Source: an optimization exercise on an open RTL-to-GDS flow (aim: small area). Production flows keep margins and buffers that such runs may drop. RTL that was checked went through simulation tests only; none was proved equivalent to the original. Only the layout flow was run in run 2; the RTL was not checked for function there. No activity file was given, so power comes from the tool's default toggle rates.

==> flow/design.v <==
package bce_pkg;
    localparam int ROWS_W = 7;
    localparam int ACC_W  = 29;
    localparam int FR_W   = 21;
    function automatic logic frac_bit(input logic [4:0] mi, input logic [4:0] t);
        case ({mi, t})
            10'd513: frac_bit = 1'b1;
            10'd523: frac_bit = 1'b1;
            10'd524: frac_bit = 1'b1;
            10'd525: frac_bit = 1'b1;
            10'd527: frac_bit = 1'b1;
            10'd529: frac_bit = 1'b1;
            10'd532: frac_bit = 1'b1;
            10'd256: frac_bit = 1'b1;
            10'd257: frac_bit = 1'b1;
            10'd259: frac_bit = 1'b1;
            10'd260: frac_bit = 1'b1;
            10'd261: frac_bit = 1'b1;
            10'd264: frac_bit = 1'b1;
            10'd266: frac_bit = 1'b1;
            10'd267: frac_bit = 1'b1;
            10'd270: frac_bit = 1'b1;
            10'd273: frac_bit = 1'b1;
            10'd275: frac_bit = 1'b1;
            10'd771: frac_bit = 1'b1;
            10'd772: frac_bit = 1'b1;
            10'd774: frac_bit = 1'b1;
            10'd775: frac_bit = 1'b1;
            10'd776: frac_bit = 1'b1;
            10'd778: frac_bit = 1'b1;
            10'd780: frac_bit = 1'b1;
            10'd782: frac_bit = 1'b1;
            10'd783: frac_bit = 1'b1;
            10'd784: frac_bit = 1'b1;
            10'd787: frac_bit = 1'b1;
            10'd788: frac_bit = 1'b1;
            10'd129: frac_bit = 1'b1;
            10'd130: frac_bit = 1'b1;
            10'd140: frac_bit = 1'b1;
            10'd141: frac_bit = 1'b1;
            10'd142: frac_bit = 1'b1;
            10'd144: frac_bit = 1'b1;
            10'd146: frac_bit = 1'b1;
            10'd384: frac_bit = 1'b1;
            10'd385: frac_bit = 1'b1;
            10'd386: frac_bit = 1'b1;
            10'd389: frac_bit = 1'b1;
            10'd391: frac_bit = 1'b1;
            10'd392: frac_bit = 1'b1;
            10'd393: frac_bit = 1'b1;
            10'd396: frac_bit = 1'b1;
            10'd397: frac_bit = 1'b1;
            10'd399: frac_bit = 1'b1;
            10'd401: frac_bit = 1'b1;
            10'd402: frac_bit = 1'b1;
            10'd403: frac_bit = 1'b1;
            10'd640: frac_bit = 1'b1;
            10'd641: frac_bit = 1'b1;
            10'd642: frac_bit = 1'b1;
            10'd643: frac_bit = 1'b1;
            10'd644: frac_bit = 1'b1;
            10'd645: frac_bit = 1'b1;
            10'd646: frac_bit = 1'b1;
            10'd647: frac_bit = 1'b1;
            10'd648: frac_bit = 1'b1;
            10'd651: frac_bit = 1'b1;
            10'd653: frac_bit = 1'b1;
            10'd654: frac_bit = 1'b1;
            10'd657: frac_bit = 1'b1;
            10'd658: frac_bit = 1'b1;
            10'd660: frac_bit = 1'b1;
            10'd896: frac_bit = 1'b1;
            10'd898: frac_bit = 1'b1;
            10'd899: frac_bit = 1'b1;
            10'd900: frac_bit = 1'b1;
            10'd901: frac_bit = 1'b1;
            10'd904: frac_bit = 1'b1;
            10'd906: frac_bit = 1'b1;
            10'd912: frac_bit = 1'b1;
            10'd914: frac_bit = 1'b1;
            10'd915: frac_bit = 1'b1;
            10'd916: frac_bit = 1'b1;
            10'd65: frac_bit = 1'b1;
            10'd66: frac_bit = 1'b1;
            10'd67: frac_bit = 1'b1;
            10'd68: frac_bit = 1'b1;
            10'd69: frac_bit = 1'b1;
            10'd70: frac_bit = 1'b1;
            10'd74: frac_bit = 1'b1;
            10'd75: frac_bit = 1'b1;
            10'd78: frac_bit = 1'b1;
            10'd79: frac_bit = 1'b1;
            10'd81: frac_bit = 1'b1;
            10'd194: frac_bit = 1'b1;
            10'd200: frac_bit = 1'b1;
            10'd201: frac_bit = 1'b1;
            10'd202: frac_bit = 1'b1;
            10'd203: frac_bit = 1'b1;
            10'd205: frac_bit = 1'b1;
            10'd206: frac_bit = 1'b1;
            10'd207: frac_bit = 1'b1;
            10'd208: frac_bit = 1'b1;
            10'd209: frac_bit = 1'b1;
            10'd210: frac_bit = 1'b1;
            10'd321: frac_bit = 1'b1;
            10'd323: frac_bit = 1'b1;
            10'd324: frac_bit = 1'b1;
            10'd326: frac_bit = 1'b1;
            10'd327: frac_bit = 1'b1;
            10'd328: frac_bit = 1'b1;
            10'd330: frac_bit = 1'b1;
            10'd331: frac_bit = 1'b1;
            10'd335: frac_bit = 1'b1;
            10'd338: frac_bit = 1'b1;
            10'd339: frac_bit = 1'b1;
            10'd448: frac_bit = 1'b1;
            10'd449: frac_bit = 1'b1;
            10'd456: frac_bit = 1'b1;
            10'd462: frac_bit = 1'b1;
            10'd463: frac_bit = 1'b1;
            10'd468: frac_bit = 1'b1;
            10'd579: frac_bit = 1'b1;
            10'd580: frac_bit = 1'b1;
            10'd581: frac_bit = 1'b1;
            10'd582: frac_bit = 1'b1;
            10'd585: frac_bit = 1'b1;
            10'd587: frac_bit = 1'b1;
            10'd588: frac_bit = 1'b1;
            10'd591: frac_bit = 1'b1;
            10'd594: frac_bit = 1'b1;
            10'd596: frac_bit = 1'b1;
            10'd704: frac_bit = 1'b1;
            10'd707: frac_bit = 1'b1;
            10'd715: frac_bit = 1'b1;
            10'd717: frac_bit = 1'b1;
            10'd723: frac_bit = 1'b1;
            10'd724: frac_bit = 1'b1;
            10'd832: frac_bit = 1'b1;
            10'd833: frac_bit = 1'b1;
            10'd836: frac_bit = 1'b1;
            10'd839: frac_bit = 1'b1;
            10'd842: frac_bit = 1'b1;
            10'd844: frac_bit = 1'b1;
            10'd845: frac_bit = 1'b1;
            10'd846: frac_bit = 1'b1;
            10'd848: frac_bit = 1'b1;
            10'd849: frac_bit = 1'b1;
            10'd851: frac_bit = 1'b1;
            10'd852: frac_bit = 1'b1;
            10'd961: frac_bit = 1'b1;
            10'd962: frac_bit = 1'b1;
            10'd966: frac_bit = 1'b1;
            10'd967: frac_bit = 1'b1;
            10'd971: frac_bit = 1'b1;
            10'd975: frac_bit = 1'b1;
            10'd977: frac_bit = 1'b1;
            10'd978: frac_bit = 1'b1;
            10'd979: frac_bit = 1'b1;
            10'd980: frac_bit = 1'b1;
            10'd32: frac_bit = 1'b1;
            10'd33: frac_bit = 1'b1;
            10'd35: frac_bit = 1'b1;
            10'd37: frac_bit = 1'b1;
            10'd39: frac_bit = 1'b1;
            10'd40: frac_bit = 1'b1;
            10'd41: frac_bit = 1'b1;
            10'd43: frac_bit = 1'b1;
            10'd45: frac_bit = 1'b1;
            10'd46: frac_bit = 1'b1;
            10'd48: frac_bit = 1'b1;
            10'd97: frac_bit = 1'b1;
            10'd98: frac_bit = 1'b1;
            10'd100: frac_bit = 1'b1;
            10'd104: frac_bit = 1'b1;
            10'd105: frac_bit = 1'b1;
            10'd109: frac_bit = 1'b1;
            10'd114: frac_bit = 1'b1;
            10'd161: frac_bit = 1'b1;
            10'd162: frac_bit = 1'b1;
            10'd164: frac_bit = 1'b1;
            10'd166: frac_bit = 1'b1;
            10'd167: frac_bit = 1'b1;
            10'd168: frac_bit = 1'b1;
            10'd169: frac_bit = 1'b1;
            10'd172: frac_bit = 1'b1;
            10'd173: frac_bit = 1'b1;
            10'd175: frac_bit = 1'b1;
            10'd177: frac_bit = 1'b1;
            10'd178: frac_bit = 1'b1;
            10'd225: frac_bit = 1'b1;
            10'd233: frac_bit = 1'b1;
            10'd237: frac_bit = 1'b1;
            10'd240: frac_bit = 1'b1;
            10'd243: frac_bit = 1'b1;
            10'd288: frac_bit = 1'b1;
            10'd289: frac_bit = 1'b1;
            10'd291: frac_bit = 1'b1;
            10'd296: frac_bit = 1'b1;
            10'd300: frac_bit = 1'b1;
            10'd301: frac_bit = 1'b1;
            10'd302: frac_bit = 1'b1;
            10'd304: frac_bit = 1'b1;
            10'd305: frac_bit = 1'b1;
            10'd307: frac_bit = 1'b1;
            10'd354: frac_bit = 1'b1;
            10'd356: frac_bit = 1'b1;
            10'd357: frac_bit = 1'b1;
            10'd358: frac_bit = 1'b1;
            10'd359: frac_bit = 1'b1;
            10'd360: frac_bit = 1'b1;
            10'd361: frac_bit = 1'b1;
            10'd365: frac_bit = 1'b1;
            10'd367: frac_bit = 1'b1;
            10'd368: frac_bit = 1'b1;
            10'd370: frac_bit = 1'b1;
            10'd371: frac_bit = 1'b1;
            10'd416: frac_bit = 1'b1;
            10'd422: frac_bit = 1'b1;
            10'd424: frac_bit = 1'b1;
            10'd426: frac_bit = 1'b1;
            10'd427: frac_bit = 1'b1;
            10'd428: frac_bit = 1'b1;
            10'd429: frac_bit = 1'b1;
            10'd431: frac_bit = 1'b1;
            10'd432: frac_bit = 1'b1;
            10'd433: frac_bit = 1'b1;
            10'd434: frac_bit = 1'b1;
            10'd435: frac_bit = 1'b1;
            10'd480: frac_bit = 1'b1;
            10'd484: frac_bit = 1'b1;
            10'd485: frac_bit = 1'b1;
            10'd488: frac_bit = 1'b1;
            10'd489: frac_bit = 1'b1;
            10'd490: frac_bit = 1'b1;
            10'd491: frac_bit = 1'b1;
            10'd492: frac_bit = 1'b1;
            10'd493: frac_bit = 1'b1;
            10'd495: frac_bit = 1'b1;
            10'd496: frac_bit = 1'b1;
            10'd500: frac_bit = 1'b1;
            10'd546: frac_bit = 1'b1;
            10'd548: frac_bit = 1'b1;
            10'd549: frac_bit = 1'b1;
            10'd551: frac_bit = 1'b1;
            10'd552: frac_bit = 1'b1;
            10'd553: frac_bit = 1'b1;
            10'd555: frac_bit = 1'b1;
            10'd557: frac_bit = 1'b1;
            10'd559: frac_bit = 1'b1;
            10'd560: frac_bit = 1'b1;
            10'd561: frac_bit = 1'b1;
            10'd564: frac_bit = 1'b1;
            10'd615: frac_bit = 1'b1;
            10'd618: frac_bit = 1'b1;
            10'd623: frac_bit = 1'b1;
            10'd624: frac_bit = 1'b1;
            10'd626: frac_bit = 1'b1;
            10'd628: frac_bit = 1'b1;
            10'd673: frac_bit = 1'b1;
            10'd674: frac_bit = 1'b1;
            10'd675: frac_bit = 1'b1;
            10'd676: frac_bit = 1'b1;
            10'd680: frac_bit = 1'b1;
            10'd681: frac_bit = 1'b1;
            10'd683: frac_bit = 1'b1;
            10'd686: frac_bit = 1'b1;
            10'd688: frac_bit = 1'b1;
            10'd689: frac_bit = 1'b1;
            10'd690: frac_bit = 1'b1;
            10'd692: frac_bit = 1'b1;
            10'd736: frac_bit = 1'b1;
            10'd737: frac_bit = 1'b1;
            10'd741: frac_bit = 1'b1;
            10'd742: frac_bit = 1'b1;
            10'd743: frac_bit = 1'b1;
            10'd752: frac_bit = 1'b1;
            10'd755: frac_bit = 1'b1;
            10'd756: frac_bit = 1'b1;
            10'd801: frac_bit = 1'b1;
            10'd802: frac_bit = 1'b1;
            10'd808: frac_bit = 1'b1;
            10'd809: frac_bit = 1'b1;
            10'd810: frac_bit = 1'b1;
            10'd813: frac_bit = 1'b1;
            10'd815: frac_bit = 1'b1;
            10'd817: frac_bit = 1'b1;
            10'd819: frac_bit = 1'b1;
            10'd820: frac_bit = 1'b1;
            10'd865: frac_bit = 1'b1;
            10'd867: frac_bit = 1'b1;
            10'd868: frac_bit = 1'b1;
            10'd871: frac_bit = 1'b1;
            10'd873: frac_bit = 1'b1;
            10'd874: frac_bit = 1'b1;
            10'd875: frac_bit = 1'b1;
            10'd876: frac_bit = 1'b1;
            10'd877: frac_bit = 1'b1;
            10'd882: frac_bit = 1'b1;
            10'd883: frac_bit = 1'b1;
            10'd884: frac_bit = 1'b1;
            10'd928: frac_bit = 1'b1;
            10'd931: frac_bit = 1'b1;
            10'd932: frac_bit = 1'b1;
            10'd935: frac_bit = 1'b1;
            10'd939: frac_bit = 1'b1;
            10'd942: frac_bit = 1'b1;
            10'd943: frac_bit = 1'b1;
            10'd944: frac_bit = 1'b1;
            10'd946: frac_bit = 1'b1;
            10'd947: frac_bit = 1'b1;
            10'd948: frac_bit = 1'b1;
            10'd992: frac_bit = 1'b1;
            10'd993: frac_bit = 1'b1;
            10'd994: frac_bit = 1'b1;
            10'd995: frac_bit = 1'b1;
            10'd996: frac_bit = 1'b1;
            10'd998: frac_bit = 1'b1;
            10'd999: frac_bit = 1'b1;
            10'd1000: frac_bit = 1'b1;
            10'd1002: frac_bit = 1'b1;
            10'd1006: frac_bit = 1'b1;
            10'd1008: frac_bit = 1'b1;
            10'd1009: frac_bit = 1'b1;
            10'd1010: frac_bit = 1'b1;
            10'd1011: frac_bit = 1'b1;
            10'd1012: frac_bit = 1'b1;
            default: frac_bit = 1'b0;
        endcase
    endfunction
endpackage
module bce_engine (
    input  logic [6:0] i_x,
    input  logic [4:0] i_t,
    output logic       o_bit
);
    logic [2:0] e;      
    logic [4:0] mi;     
    always_comb begin
        casez (i_x)
            7'b1??????: begin e = 3'd6; mi = i_x[5:1];          end
            7'b01?????: begin e = 3'd5; mi = i_x[4:0];          end
            7'b001????: begin e = 3'd4; mi = {i_x[3:0], 1'b0};  end
            7'b0001???: begin e = 3'd3; mi = {i_x[2:0], 2'b0};  end
            7'b00001??: begin e = 3'd2; mi = {i_x[1:0], 3'b0};  end
            7'b000001?: begin e = 3'd1; mi = {i_x[0], 4'b0};    end
            default:    begin e = 3'd0; mi = 5'd0;              end
        endcase
    end
    always_comb begin
        if (i_t < 5'(bce_pkg::FR_W)) begin
            o_bit = bce_pkg::frac_bit(mi, i_t);
        end else if (i_t < 5'(bce_pkg::FR_W + 3)) begin
            o_bit = e[i_t - 5'(bce_pkg::FR_W)];
        end else begin
            o_bit = 1'b0;
        end
    end
endmodule
module binary_column_entropy_sum_core
#(
    parameter int MAX_ROWS    = 64,
    parameter int MAX_COLUMNS = 4096,
    parameter int FRAC_BITS   = 16
) (
    input  logic              i_clk,
    input  logic              i_rst_n,
    input  logic              i_cfg_we,
    input  logic [6:0]        i_cfg_wdata,
    input  logic              s_axis_tvalid,
    output logic              s_axis_tready,
    input  logic [63:0]       s_axis_tdata,
    input  logic              s_axis_tlast,
    output logic              m_axis_tvalid,
    input  logic              m_axis_tready,
    output logic [31:0]       m_axis_tdata,
    output logic              m_axis_tuser
);
    localparam logic [2:0] S_IDLE = 3'd0, S_COUNT = 3'd1, S_MAC = 3'd2, S_DIV = 3'd3,
                           S_ADD = 3'd4, S_FIX = 3'd5, S_OUT = 3'd6, S_CLR = 3'd7;
    logic [2:0]  r_st;
    logic [6:0]  r_rows;
    logic [63:0] r_sh;       
    logic [6:0]  r_m, r_k;
    logic [6:0]  r_cnt;
    logic [1:0]  r_ph;
    logic [4:0]  r_tm;
    logic signed [8:0] r_a;  
    logic [5:0]  r_rem;
    logic [28:0] r_tot;
    logic        r_cy, r_nz, r_ovf, r_last;
    logic        idle;
    logic [6:0]  m_eff;
    logic [6:0]  x;
    logic        lbit;
    logic signed [8:0] a_sum;
    logic        loop_wr, loop_bit;
    logic [6:0]  rem_t;
    logic [7:0]  rem_d;
    logic        q_bit;
    logic        add_b, add_s, add_c;
    logic        tot_en, tot_in;
    assign idle          = (r_st == S_IDLE);
    assign s_axis_tready = idle;
    assign m_axis_tvalid = (r_st == S_OUT);
    assign m_axis_tdata  = {3'b000, r_tot};
    assign m_axis_tuser  = r_ovf;
    assign m_eff = (r_rows == 7'd0) ? 7'd1 : (r_rows > 7'd64) ? 7'd64 : r_rows;
    assign x = (r_ph == 2'd0) ? r_m : (r_ph == 2'd1) ? r_k : (r_m - r_k);
    bce_engine u_log (
        .i_x   (x),
        .i_t   (r_cnt[4:0]),
        .o_bit (lbit)
    );
    assign a_sum = (r_ph == 2'd0) ? (r_a + (lbit ? $signed({2'b00, x}) : 9'sd0))
                                  : (r_a - (lbit ? $signed({2'b00, x}) : 9'sd0));
    assign rem_t = {r_rem, r_sh[0]};
    assign rem_d = {1'b0, rem_t} - {1'b0, r_m};
    assign q_bit = !rem_d[7];
    always_comb begin
        loop_wr  = 1'b0;
        loop_bit = r_sh[0];
        if (r_st == S_MAC && r_ph == 2'd2 && r_cnt >= 7'd4) begin
            loop_wr  = 1'b1;
            loop_bit = a_sum[0];
        end else if (r_st == S_DIV && r_tm == 5'd0) begin
            loop_bit = q_bit;
        end
    end
    assign add_b = (r_cnt < 7'd17) && r_sh[0];
    assign add_s = r_tot[0] ^ add_b ^ r_cy;
    assign add_c = (r_tot[0] & add_b) | (r_tot[0] & r_cy) | (add_b & r_cy);
    always_comb begin
        tot_en = 1'b0;
        tot_in = 1'b0;
        case (r_st)
            S_ADD: begin
                tot_en = (r_ph == 2'd2);
                tot_in = add_s;
            end
            S_FIX: begin
                tot_en = 1'b1;
                tot_in = r_tot[0] & !(r_ovf && r_cnt != 7'd28);
            end
            S_CLR: begin
                tot_en = 1'b1;
                tot_in = 1'b0;
            end
            default: ;
        endcase
    end
    always_ff @(posedge i_clk) begin
        if (!i_rst_n) begin
            r_rows <= 7'd64;
        end else if (i_cfg_we) begin
            r_rows <= i_cfg_wdata;
        end
    end
    always_ff @(posedge i_clk) begin
        if (idle) begin
            r_sh <= s_axis_tdata;
        end else begin
            r_sh[63:25] <= {1'b0, r_sh[63:26]};
            r_sh[23:0]  <= r_sh[24:1];
            r_sh[24]    <= (r_st == S_COUNT) ? r_sh[25] : loop_bit;
        end
    end
    always_ff @(posedge i_clk) begin
        if (tot_en) r_tot <= {tot_in, r_tot[28:1]};
    end
    always_ff @(posedge i_clk) begin
        if (!i_rst_n) begin
            r_st  <= S_CLR;
            r_cnt <= 7'd0;
        end else begin
            case (r_st)
                S_IDLE: begin
                    r_m    <= m_eff;
                    r_last <= s_axis_tlast;
                    r_k    <= 7'd0;
                    r_cnt  <= 7'd0;
                    if (s_axis_tvalid) r_st <= S_COUNT;
                end
                S_COUNT: begin
                    if (r_cnt < r_m && r_sh[0]) r_k <= r_k + 7'd1;
                    r_cnt <= r_cnt + 7'd1;
                    r_ph  <= 2'd0;
                    r_a   <= 9'sd0;
                    if (r_cnt == 7'd63) begin
                        r_cnt <= 7'd0;
                        r_st  <= S_MAC;
                    end
                end
                S_MAC: begin
                    if (r_ph == 2'd2) begin
                        r_ph  <= 2'd0;
                        r_a   <= a_sum >>> 1;
                        r_cnt <= r_cnt + 7'd1;
                        if (r_cnt == 7'd27) begin
                            r_cnt <= 7'd0;
                            r_tm  <= 5'd24;
                            r_rem <= 6'd0;
                            r_st  <= S_DIV;
                        end
                    end else begin
                        r_ph <= r_ph + 2'd1;
                        r_a  <= a_sum;
                    end
                end
                S_DIV: begin
                    r_tm <= r_tm - 5'd1;
                    if (r_tm == 5'd0) begin
                        r_tm  <= 5'd21;
                        r_rem <= q_bit ? rem_d[5:0] : rem_t[5:0];
                        r_cnt <= r_cnt + 7'd1;
                        if (r_cnt == 7'd23) begin
                            r_cy  <= q_bit;
                            r_nz  <= 1'b0;
                            r_ph  <= 2'd0;
                            r_cnt <= 7'd0;
                            r_st  <= S_ADD;
                        end
                    end
                end
                S_ADD: begin
                    r_ph <= (r_ph == 2'd2) ? 2'd0 : r_ph + 2'd1;
                    if (r_ph == 2'd2) begin
                        r_cy  <= add_c;
                        r_nz  <= r_nz | add_s;
                        r_cnt <= r_cnt + 7'd1;
                        if (r_cnt == 7'd28) begin
                            if (add_s && r_nz) r_ovf <= 1'b1;
                            r_cnt <= 7'd0;
                            r_st  <= S_FIX;
                        end
                    end
                end
                S_FIX: begin
                    r_cnt <= r_cnt + 7'd1;
                    if (r_cnt == 7'd28) begin
                        r_cnt <= 7'd0;
                        r_st  <= r_last ? S_OUT : S_IDLE;
                    end
                end
                S_OUT: begin
                    if (m_axis_tready) r_st <= S_CLR;
                end
                default: begin  
                    r_cnt <= r_cnt + 7'd1;
                    r_ovf <= 1'b0;
                    if (r_cnt == 7'd28) begin
                        r_cnt <= 7'd0;
                        r_st  <= S_IDLE;
                    end
                end
            endcase
        end
    end
endmodule
==> flow/run.sh <==
#!/bin/bash
# synth_recipe.tcl (not shown) runs the flow's synth.tcl, then flattens the netlist and writes it again
# the make line also repeats each setting of config.mk as NAME=value (left out here)
make -C /OpenROAD-flow-scripts/flow DESIGN_CONFIG=/design/flow/config.mk WORK_HOME=/design/flow/orfs CLKGATE_MAP_FILE= SYNTH_SCRIPT=/design/flow/synth_recipe.tcl finish
==> flow/config.mk <==
export PLATFORM = sky130hd
export DESIGN_NAME = binary_column_entropy_sum_core
export DESIGN_NICKNAME = binary_column_entropy_sum_core
export VERILOG_FILES = /design/flow/design.v
export SDC_FILE = /design/flow/constraint.sdc
export NUM_CORES = 4
export LEC_CHECK = 0
export CAP_MARGIN = 20
export CORE_MARGIN = 2
export CORE_UTILIZATION = 45
export PLACE_DENSITY = 0.6
export SLEW_MARGIN = 20
export SYNTH_MEMORY_MAX_BITS = 32768
==> flow/constraint.sdc <==
create_clock -name core_clock -period 11.0 [get_ports {i_clk}]
set_input_delay 2.2000 -clock core_clock [delete_from_list [all_inputs] [get_ports {i_clk}]]
set_output_delay 2.2000 -clock core_clock [all_outputs]
set_load 0.01 [all_outputs]
==> flow_metrics.env, run 1 <==
export IMPL_period_share=0.7343
export IMPL_critPathMaxStageDelay_ns=0.55
export IMPL_p_per_area_nw_per_um2=210.5
export IMPL_cap_violations=0
export IMPL_routedWlPerCell_microns=16.88
export IMPL_drt_wl_total_mm=21.86
export IMPL_ys_ff_latch=150
export IMPL_yosysSeqAreaShare=0.4106
export IMPL_pre_cts_ws_ns=3.000
export IMPL_cp_slowest_cell="or4_4"
export IMPL_tightest_slew_ns=0.8606
export IMPL_die_h_microns=145.4
export IMPL_diodes=0
export IMPL_tns_ns=0
export IMPL_first_global_vias=7010
export IMPL_grt_max_degree=68
export IMPL_vias=7223
export IMPL_maxSlewViolCount=0
export IMPL_htree_levels=4
export IMPL_ctsHoldBuffers=0
export IMPL_cts_made_buffers=17
export IMPL_synth_ff_type="dfxtp_1"
export IMPL_yosysUniqueCellTypes=76
export IMPL_rsz0062_at_grt="false"
export IMPL_start_util=0.4607
export IMPL_synth_cells=938
export IMPL_ir_drop_v=0.0001394
export IMPL_area_growth_pct=20.15
export IMPL_hold_class="reg -> reg"
export IMPL_cts_sink_count=150
export IMPL_final_core_util=0.5536
export IMPL_io_buffer_count=108
export IMPL_grt_pass1_wl_mm=36.16
export IMPL_drt_vias_per_instance=5.578
export IMPL_fmax_mhz=123.8
export IMPL_die_area_sq_um=21140
export IMPL_setup_viol=0
export IMPL_p_total_uw=2276
export IMPL_core_sq_um=19530
export IMPL_clk_path_buf_depth=2
export IMPL_synth_async_reset_ratio=0
export IMPL_critical_path_class="reg -> reg"
export IMPL_clkLatencyLatePin_ns=0.43
export IMPL_fin_ws_ns=2.923
export IMPL_grt_overflow=0
export IMPL_path_max_fanout=11
export IMPL_hold_viol_final=0
export IMPL_drt_iter0_drc=567
export IMPL_status="timing/DRC/antenna clean"
export IMPL_routabilityCongestion=0.8863
export IMPL_fin_skew_ns=0.01503
export IMPL_drc=0
export IMPL_ioPinCount=112
export IMPL_synth_area_sq_um=8996
export IMPL_yosys_warnings=2
export IMPL_synth_edf_count=69
export IMPL_fin_nets=1145
export IMPL_clkTransAtPathRegs_ns=0.07
export IMPL_rows=51
export IMPL_fill_cells=1809
export IMPL_start_kind="flop"
export IMPL_cts_tree="yes"
export IMPL_grt_usage=0.2090
export IMPL_firstDrtPassIters=4
export IMPL_synth_area_per_cell_sq_um=9.591
export IMPL_fin_crit_ns=8.077
export IMPL_drive_gt1_frac=0.1194
export IMPL_slew_headroom=0.4202
export IMPL_dp_hpwl_mm=15.81
export IMPL_ctsResizeCount=0
export IMPL_dieWidth_microns=145.4
export IMPL_critPathArrivalTime_ns=8.32
export IMPL_cts_setup_buffers=0
export IMPL_ant_nets=0
export IMPL_cts_root_buf="clkbuf_16"
export IMPL_cp_end_kind="flop"
export IMPL_antenna_found_initial=0
export IMPL_p_leak_uw=0.004267
export IMPL_worst_ep_required_time_ns=11.25
[sequential cells by signal, summed over array words and instances, names as in the netlist]
register,cells
r_k,7
r_m,7
r_ovf,1
r_rem,6
r_last,1
r_sh,64
r_ph,2
r_st,3
r_cy,1
r_tot,29
r_rows,7
r_tm,5
r_a,9
r_nz,1
r_cnt,7
[kinds of logic after synthesis]
group	count (synthesis)	share of synthesized area
muxes	102	0.1238
adders and majority gates	51	0.07427
other	1	0.0004168
buffers and inverters	102	0.04645
AOI/OAI and AO/OA	238	0.1761
DFF	150	0.4106
xor gates and xnor gates	29	0.02823
and+or+nand+nor	265	0.1402
[cell usage in the layout, fill, tap and decap left out, drive strengths merged, types with 9 or more instances in the layout]
| cell type | synthesis | routed |
|---|---|---|
| clkdlybuf4s50 | 0 | 108 |
| nor2 | 89 | 89 |
| dfxtp | 81 | 81 |
| edfxtp | 69 | 69 |
| mux2 | 68 | 68 |
| a21oi | 65 | 65 |
| nand2 | 62 | 62 |
| o21ai | 55 | 55 |
| inv | 41 | 48 |
| ha | 47 | 47 |
| mux2i | 34 | 34 |
| nor2b | 21 | 21 |
| xnor2 | 20 | 20 |
| nor3 | 19 | 19 |
| nand3 | 18 | 18 |
| clkbuf | 43 | 18 |
| a21o | 13 | 13 |
| and3 | 12 | 12 |
| o22ai | 12 | 12 |
| a211oi | 12 | 12 |
| xor2 | 9 | 9 |
| buf | 16 | 9 |
| o31ai | 9 | 9 |
[per-layer routing]
| layer | up-vias | share of wire | track usage |
|---|---|---|---|
| li1 | 3579 | - | - |
| met1 | 3369 | 0.47 | 0.2859 |
| met2 | 252 | 0.44 | 0.3268 |
| met3 | 23 | 0.076 | 0.05799 |
| met4 | 0 | 0.015 | 0.05735 |
| met5 | - | 0 | 0 |
[final timing paths]
check | start | end | slack (ns) | cells past startpoint
max | r_m[0] | r_a[7] | 2.92 | 32
min | r_tot[12] | r_tot[11] | 0.45 | 0
max reg2reg | r_m[0] | r_a[7] | 2.92 | 32
min reg2reg | r_tot[12] | r_tot[11] | 0.45 | 0
[Yosys cell counts (all sizes together) (3+ instances only)]
cell	n	area, sq um
nand4	5	31.28
a31oi	8	50.05
xor2	9	78.83
or2	5	31.28
edfxtp	69	2072
nand2	62	232.7
a21boi	3	22.52
or3	5	31.28
a22oi	3	22.52
nor2b	21	131.4
a21oi	65	336.6
nor4	4	25.02
and3	12	75.07
o2111ai	3	26.28
o21ai	55	279.0
o31ai	9	77.57
o211ai	8	60.06
dfxtp	81	1622
o221ai	4	35.03
xnor2	20	175.2
a211oi	12	90.09
o311ai	3	43.80
mux2	68	769.5
nand2b	8	50.05
and2	4	25.02
o32ai	3	26.28
ha	47	588.1
o2bb2ai	3	26.28
nor3	19	95.09
a221oi	6	52.55
buf	16	95.09
fa	4	80.08
nand3	18	90.09
o21a	7	52.55
mux2i	34	344.1
inv	41	153.9
o22ai	12	75.07
nor2	89	334.1
nor3b	5	37.54
a21o	13	97.59
clkbuf	43	161.4
[critical path: cells and delay by family, from the launching register on]
family | cells | cell delay (ns)
flip-flops | 1 | 0.46
AO/OA/AOI/OAI | 13 | 2.58
multiplexers | 2 | 0.61
AND/OR/NAND/NOR | 9 | 2.59
XOR/XNOR | 1 | 0.25
adder cells (fa/ha/maj) | 4 | 1.18
buffers and inverters | 3 | 0.19
[report_power, final]
| group | internal [uW] | total [uW] | switching (uW) |
|---|---|---|---|
| Sequential | 745 | 815 | 70.0 |
| Combinational | 407 | 894 | 487 |
| Clock | 318 | 566 | 248 |
| Total | 1470 | 2280 | 805 |
[metrics by stage]
| step | std cells | hold WS [ns] | cell area (sq um) |
|---|---|---|---|
| floorplan | 940 | 0.4340 | 9004 |
| finish | 1295 | 0.4497 | 10810 |
| global route | 1295 | 0.4626 | 10810 |
| CTS | 1295 | 0.4524 | 10810 |
| global placement | 1263 | 0.4275 | 10240 |
| detailed placement | 1263 | 0.4360 | 10240 |
[cell type report]
class                   count  area [sq um]  share of cell area
clock inverters            14         142.6             0.01320
multi-input cells         688          4901              0.4534
inverters                  43         161.4             0.01493
flip-flops and latches    150          3695              0.3418
well taps                 265         331.6             0.03067
clock buffers              18         429.2             0.03970
repair buffers            117          1149              0.1063
==> run 2: changes to the inputs <==
--- a/flow/design.v
+++ b/flow/design.v
@@ -381,18 +381,17 @@
     logic [6:0]  r_rows;
     logic [63:0] r_sh;       
     logic [6:0]  r_m, r_k;
-    logic [6:0]  r_cnt;
+    logic [5:0]  r_cnt;
     logic [1:0]  r_ph;
-    logic [4:0]  r_tm;
-    logic signed [8:0] r_a;  
-    logic [5:0]  r_rem;
+    logic [8:0]  r_a;        
     logic [28:0] r_tot;
     logic        r_cy, r_nz, r_ovf, r_last;
     logic        idle;
     logic [6:0]  m_eff;
     logic [6:0]  x;
     logic        lbit;
-    logic signed [8:0] a_sum;
+    logic        bb;
+    logic [8:0]  a_sum;
     logic        loop_wr, loop_bit;
     logic [6:0]  rem_t;
     logic [7:0]  rem_d;
@@ -411,22 +410,22 @@
         .i_t   (r_cnt[4:0]),
         .o_bit (lbit)
     );
-    assign a_sum = (r_ph == 2'd0) ? (r_a + (lbit ? $signed({2'b00, x}) : 9'sd0))
-                                  : (r_a - (lbit ? $signed({2'b00, x}) : 9'sd0));
-    assign rem_t = {r_rem, r_sh[0]};
+    assign bb    = lbit ^ (r_ph != 2'd0);
+    assign a_sum = r_a + (bb ? {2'b00, x} : 9'd0);
+    assign rem_t = {r_a[5:0], r_sh[0]};
     assign rem_d = {1'b0, rem_t} - {1'b0, r_m};
     assign q_bit = !rem_d[7];
     always_comb begin
         loop_wr  = 1'b0;
         loop_bit = r_sh[0];
-        if (r_st == S_MAC && r_ph == 2'd2 && r_cnt >= 7'd4) begin
+        if (r_st == S_MAC && r_ph == 2'd2 && r_cnt >= 6'd4) begin
             loop_wr  = 1'b1;
             loop_bit = a_sum[0];
-        end else if (r_st == S_DIV && r_tm == 5'd0) begin
+        end else if (r_st == S_DIV && r_k == 7'd24) begin
             loop_bit = q_bit;
         end
     end
-    assign add_b = (r_cnt < 7'd17) && r_sh[0];
+    assign add_b = !(r_cnt[4] && r_cnt[3]) && r_sh[0];
     assign add_s = r_tot[0] ^ add_b ^ r_cy;
     assign add_c = (r_tot[0] & add_b) | (r_tot[0] & r_cy) | (add_b & r_cy);
     always_comb begin
@@ -439,7 +438,7 @@
             end
             S_FIX: begin
                 tot_en = 1'b1;
-                tot_in = r_tot[0] & !(r_ovf && r_cnt != 7'd28);
+                tot_in = r_tot[0] & !(r_ovf && r_cnt != 6'd28);
             end
             S_CLR: begin
                 tot_en = 1'b1;
@@ -470,35 +469,32 @@
     always_ff @(posedge i_clk) begin
         if (!i_rst_n) begin
             r_st  <= S_CLR;
-            r_cnt <= 7'd0;
+            r_cnt <= 6'd0;
         end else begin
             case (r_st)
                 S_IDLE: begin
                     r_m    <= m_eff;
                     r_last <= s_axis_tlast;
                     r_k    <= 7'd0;
-                    r_cnt  <= 7'd0;
+                    r_cnt  <= 6'd0;
                     if (s_axis_tvalid) r_st <= S_COUNT;
                 end
                 S_COUNT: begin
-                    if (r_cnt < r_m && r_sh[0]) r_k <= r_k + 7'd1;
-                    r_cnt <= r_cnt + 7'd1;
+                    if ({1'b0, r_cnt} < r_m && r_sh[0]) r_k <= r_k + 7'd1;
+                    r_cnt <= r_cnt + 6'd1;
                     r_ph  <= 2'd0;
-                    r_a   <= 9'sd0;
-                    if (r_cnt == 7'd63) begin
-                        r_cnt <= 7'd0;
-                        r_st  <= S_MAC;
-                    end
+                    r_a   <= {2'b00, r_m};
+                    if (r_cnt == 6'd63) r_st <= S_MAC;
                 end
                 S_MAC: begin
                     if (r_ph == 2'd2) begin
                         r_ph  <= 2'd0;
-                        r_a   <= a_sum >>> 1;
-                        r_cnt <= r_cnt + 7'd1;
-                        if (r_cnt == 7'd27) begin
-                            r_cnt <= 7'd0;
-                            r_tm  <= 5'd24;
-                            r_rem <= 6'd0;
+                        r_a   <= a_sum >> 1;
+                        r_cnt <= r_cnt + 6'd1;
+                        if (r_cnt == 6'd28) begin
+                            r_a   <= 9'd0;
+                            r_cnt <= 6'd4;
+                            r_k   <= 7'd0;
                             r_st  <= S_DIV;
                         end
                     end else begin
@@ -507,16 +503,16 @@
                     end
                 end
                 S_DIV: begin
-                    r_tm <= r_tm - 5'd1;
-                    if (r_tm == 5'd0) begin
-                        r_tm  <= 5'd21;
-                        r_rem <= q_bit ? rem_d[5:0] : rem_t[5:0];
-                        r_cnt <= r_cnt + 7'd1;
-                        if (r_cnt == 7'd23) begin
+                    r_k <= r_k + 7'd1;
+                    if (r_k == 7'd24) begin
+                        r_k      <= 7'd3;
+                        r_a[5:0] <= q_bit ? rem_d[5:0] : rem_t[5:0];
+                        r_cnt    <= r_cnt + 6'd1;
+                        if (r_cnt == 6'd28) begin
                             r_cy  <= q_bit;
                             r_nz  <= 1'b0;
                             r_ph  <= 2'd0;
-                            r_cnt <= 7'd0;
+                            r_cnt <= 6'd0;
                             r_st  <= S_ADD;
                         end
                     end
@@ -526,18 +522,18 @@
                     if (r_ph == 2'd2) begin
                         r_cy  <= add_c;
                         r_nz  <= r_nz | add_s;
-                        r_cnt <= r_cnt + 7'd1;
-                        if (r_cnt == 7'd28) begin
+                        r_cnt <= r_cnt + 6'd1;
+                        if (r_cnt == 6'd28) begin
                             if (add_s && r_nz) r_ovf <= 1'b1;
-                            r_cnt <= 7'd0;
+                            r_cnt <= 6'd0;
                             r_st  <= S_FIX;
                         end
                     end
                 end
                 S_FIX: begin
-                    r_cnt <= r_cnt + 7'd1;
-                    if (r_cnt == 7'd28) begin
-                        r_cnt <= 7'd0;
+                    r_cnt <= r_cnt + 6'd1;
+                    if (r_cnt == 6'd28) begin
+                        r_cnt <= 6'd0;
                         r_st  <= r_last ? S_OUT : S_IDLE;
                     end
                 end
@@ -545,10 +541,10 @@
                     if (m_axis_tready) r_st <= S_CLR;
                 end
                 default: begin  
-                    r_cnt <= r_cnt + 7'd1;
+                    r_cnt <= r_cnt + 6'd1;
                     r_ovf <= 1'b0;
-                    if (r_cnt == 7'd28) begin
-                        r_cnt <= 7'd0;
+                    if (r_cnt == 6'd28) begin
+                        r_cnt <= 6'd0;
                         r_st  <= S_IDLE;
                     end
                 end
==> flow/flow/run.sh (new file) <==
#!/bin/bash
# Own layout flow: the standard layout (standard.sh, unchanged synthesis, floorplan,
# power grid, placement, CTS, routing), with the port buffers that global placement
# inserts made of the smallest buffer (buf_1) instead of the cell buffer_ports picks
# by default. Each port still gets its own buffer.
set -euo pipefail
export BUFFER_PORTS_ARGS="-buffer_cell sky130_fd_sc_hd__buf_1"
bash standard.sh > standard_flow.log 2>&1
==> flow/standard.sh (new file) <==
#!/bin/bash
# synth_recipe.tcl (not shown) runs the flow's synth.tcl, then flattens the netlist and writes it again
# the make line also repeats each setting of config.mk as NAME=value (left out here)
make -C /OpenROAD-flow-scripts/flow DESIGN_CONFIG=/design/flow/config.mk WORK_HOME=/design/flow/orfs CLKGATE_MAP_FILE= SYNTH_SCRIPT=/design/flow/synth_recipe.tcl "${@:-finish}"
--- a/flow/config.mk
+++ b/flow/config.mk
@@ -5,9 +5,10 @@
 export SDC_FILE = /design/flow/constraint.sdc
 export NUM_CORES = 4
 export LEC_CHECK = 0
+export ABC_AREA = 1
 export CAP_MARGIN = 20
 export CORE_MARGIN = 2
 export CORE_UTILIZATION = 45
+export CTS_BUF_LIST = sky130_fd_sc_hd__clkbuf_8
 export PLACE_DENSITY = 0.6
 export SLEW_MARGIN = 20
-export SYNTH_MEMORY_MAX_BITS = 32768
removed: flow/run.sh
==> run 2 against run 1 <==
Combinational power down about 60%; sequential power is 19% lower; sequential cell count decreased by 12; setup slack better by 2.7 ns; final area decreased by 15%; synthesized cell count increased by 15%; clock-buffer cell count unchanged; largest cell class unchanged.
==> flow_metrics.env, run 2 <==
export IMPL_cp_startpoint="r_m[0]"
export IMPL_critPathArrivalTime_ns=5.51
export IMPL_cts_sink_count=138
export IMPL_fill_cells=1778
export IMPL_area_growth_pct=11.91
export IMPL_setup_viol=0
export IMPL_yosysSeqAreaShare=0.4060
export IMPL_path_delay_family="simple AND/OR/NAND/NOR gates"
export IMPL_slew_headroom=0.3270
export IMPL_clk_path_buf_depth=2
export IMPL_hold_viol_final=0
export IMPL_ant_nets=0
export IMPL_cts_tree="yes"
export IMPL_dieWidth_microns=139.3
export IMPL_final_cell_mix="326 x nand2_1, 109 x inv_1, 108 x buf_1"
export IMPL_grt_usage=0.2187
export IMPL_diodes=0
export IMPL_drive_gt1_frac=0.07990
export IMPL_reg_top3="r_sh (64), r_tot (29), r_a (9)"
export IMPL_period_share=0.4847
export IMPL_power_switching_uw=480.3
export IMPL_drt_vias_per_instance=5.279
export IMPL_drt_wl_total_mm=21.29
export IMPL_path_common_cell="nand2_1"
export IMPL_r2r_start="r_m[0]"
export IMPL_fin_skew_ns=0.01312
export IMPL_status="timing/DRC/antenna clean"
export IMPL_clkLatencyLatePin_ns=0.43
export IMPL_die_h_microns=139.3
export IMPL_reg2reg_to="r_a[7]"
export IMPL_critPathMaxStageDelay_ns=0.46
export IMPL_synth_edf_count=58
export IMPL_synth_cells=1081
export IMPL_synth_top_cell_area_share=0.2115
export IMPL_largest_reg_flops=64
export IMPL_cp_buffers_inverters=3
export IMPL_routabilityCongestion=0.9681
export IMPL_grt_max_degree=67
export IMPL_rsz0062_at_grt="false"
export IMPL_combinationalPowerShare=0.249
export IMPL_whs_path_depth=2
export IMPL_grt_pass1_wl_mm=34.89
export IMPL_io_buffer_count=108
export IMPL_cp_end_kind="flop"
export IMPL_seqPwrFrac=0.454
export IMPL_synth_async_reset_ratio=0
export IMPL_ctsResizeCount=0
export IMPL_clkTransAtPathRegs_ns=0.08
export IMPL_rrSetupSlack_ns=5.67
export IMPL_yosys_warnings=2
export IMPL_yosysUniqueCellTypes=61
export IMPL_antenna_found_initial=0
export IMPL_hold_start="r_sh[63]"
export IMPL_p_leak_uw=0.004174
export IMPL_ys_ff_latch=138
export IMPL_drt_iter0_drc=539
export IMPL_start_util=0.4584
export IMPL_synth_common_cells="326 x nand2_1, 109 x inv_1, 83 x nor2_1, 80 x dfxtp_1, 74 x nand3_1"
export IMPL_tns_ns=0
export IMPL_p_per_area_nw_per_um2=157.5
export IMPL_critical_path_class="reg -> reg"
export IMPL_vias=7485
export IMPL_routedWlPerCell_microns=15.02
export IMPL_dp_hpwl_mm=16.01
export IMPL_firstDrtPassIters=5
export IMPL_final_core_util=0.5130
export IMPL_hold_class="reg -> reg"
export IMPL_cap_violations=0
export IMPL_rows=49
export IMPL_clkPwrFrac=0.297
export IMPL_cts_setup_buffers=0
export IMPL_start_kind="flop"
export IMPL_maxSlewViolCount=0
export IMPL_fmax_mhz=187.6
export IMPL_htree_levels=4
export IMPL_first_global_vias=7096
export IMPL_layout_commonest_cell="nand2_1"
export IMPL_internal_power_uw=970.8
export IMPL_drc=0
export IMPL_grt_overflow=0
export IMPL_ioPinCount=112
export IMPL_synth_area_sq_um=8234
export IMPL_ir_drop_v=0.00009753
export IMPL_hold_path_end="r_sh[62]"
export IMPL_tightest_slew_ns=1.007
export IMPL_r2r_cells=35
export IMPL_synth_area_top_cells="edfxtp_1 21%, dfxtp_1 19%, nand2_1 15%"
export IMPL_worst_ep_required_time_ns=11.18
export IMPL_cts_made_buffers=17
export IMPL_fin_crit_ns=5.331
export IMPL_die_area_sq_um=19400
export IMPL_synth_most_common_cell="nand2_1"
export IMPL_ctsHoldBuffers=0
export IMPL_path_max_fanout=16
export IMPL_fin_nets=1300
export IMPL_cp_slowest_cell="edfxtp_1"
export IMPL_synth_area_per_cell_sq_um=7.617
export IMPL_swShare=0.3310
export IMPL_largest_register="r_sh"
export IMPL_cts_root_buf="clkbuf_8"
export IMPL_yosysTopAreaCell="edfxtp_1"
export IMPL_core_sq_um=17960
export IMPL_synth_ff_type="dfxtp_1"
[run 2: cell count changes after synthesis, sizes merged, moves of 13 or more]
| cell | change |
|---|---|
| a21o | -13 |
| clkbuf | -15 |
| inv | +74 |
| mux2 | -68 |
| mux2i | -34 |
| nand2 | +284 |
| nand3 | +64 |
| nor2b | -21 |
| xnor2 | -13 |
[run 2: power by group through the flow]
stage | sequential (uW) | combinational (uW) | clock (uW)
final | 659 | 361 | 431
after global routing | 668 | 397 | 464
after CTS | 659 | 357 | 442
after detailed placement | 669 | 356 | 0
after global placement | 667 | 361 | 0
after floorplan | 686 | 216 | 0
[run 2: cell families after synthesis]
logic type                 after synthesis  share of synthesized area
adders and majority gates               47                    0.07507
buffers and inverters                  158                    0.07765
AOI/OAI and AO/OA                      172                     0.1260
DFF                                    138                     0.4060
other                                    1                  0.0004554
and+or+nand+nor                        550                     0.2989
xor gates and xnor gates                15                    0.01596
[run 2: worst max-delay path by stage]
stage,endpoint,cells after the start
2_1_floorplan,r_a[7],36
3_3_place_gp,r_a[7],35
3_5_place_dp,r_a[7],35
4_1_cts,r_a[7],35
5_1_grt,r_a[7],35
6_report,r_a[7],35
[run 2: cell type report]
class                           count  area (sq um)  share of cell area
Tap cell                          229         286.5             0.03109
Clock inverter                     14         168.9             0.01833
Sequential cell                   138          3343              0.3628
Inverter                          118         445.4             0.04834
Multi-Input combinational cell    787          4273              0.4637
Timing Repair Buffer              114         450.4             0.04888
Clock buffer                       18         247.7             0.02688
[run 2: tightest hold or removal path: cells and delay by family (launching register included)]
kind / cells / cell delay (ns)
AND/OR/NAND/NOR: 2 / 0.09
flip-flops: 1 / 0.31
[run 2: per-layer routing]
metal	global-route usage	vias up	routed length [microns]
li1	-	3759	-
met5	0	-	0
met1	0.2865	3354	9321
met2	0.3568	310	9872
met4	0.08453	0	710
met3	0.04474	62	1388
[run 2: metrics by stage]
stage	hold slack (ns)	cells	setup slack, ns	total power [uW]	cell area, sq um
global route	0.4404	1418	5.135	1530	9215
floorplan	0.3960	1083	6.418	902.0	8242
global placement	0.3985	1386	5.759	1028	8798
detailed placement	0.4032	1386	5.693	1025	8798
finish	0.4165	1418	5.669	1451	9215
CTS	0.4204	1418	5.688	1458	9215

[what the ideal ports hide]
The results above use ideal ports. As a check the final layouts listed here were re-extracted and re-timed, cells and wires unchanged. Step 1, drivers: a clkbuf_16 drives i_clk and a buf_2 each remaining input, both assumed. Step 2, shift: input delay + t, output delay - t, t = (earliest + latest rising clock arrival at the registers) / 2. This alone moves slack from input paths to output paths. Three values: ideal, step 1, step 2; two values: the first two.
| run | t (ns) | slack for setup (ns) | worst hold slack (ns) | worst setup path at the end |
|---|---|---|---|---|
| run 1 | 0.458 | 2.923 / 2.923 / 2.923 | 0.450 / 0.450 / 0.450 | register to register |
| run 2 | 0.457 | 5.669 / 5.669 / 5.669 | 0.417 / 0.417 / 0.417 | register to register |
After both steps setup and hold are still met in every run listed.
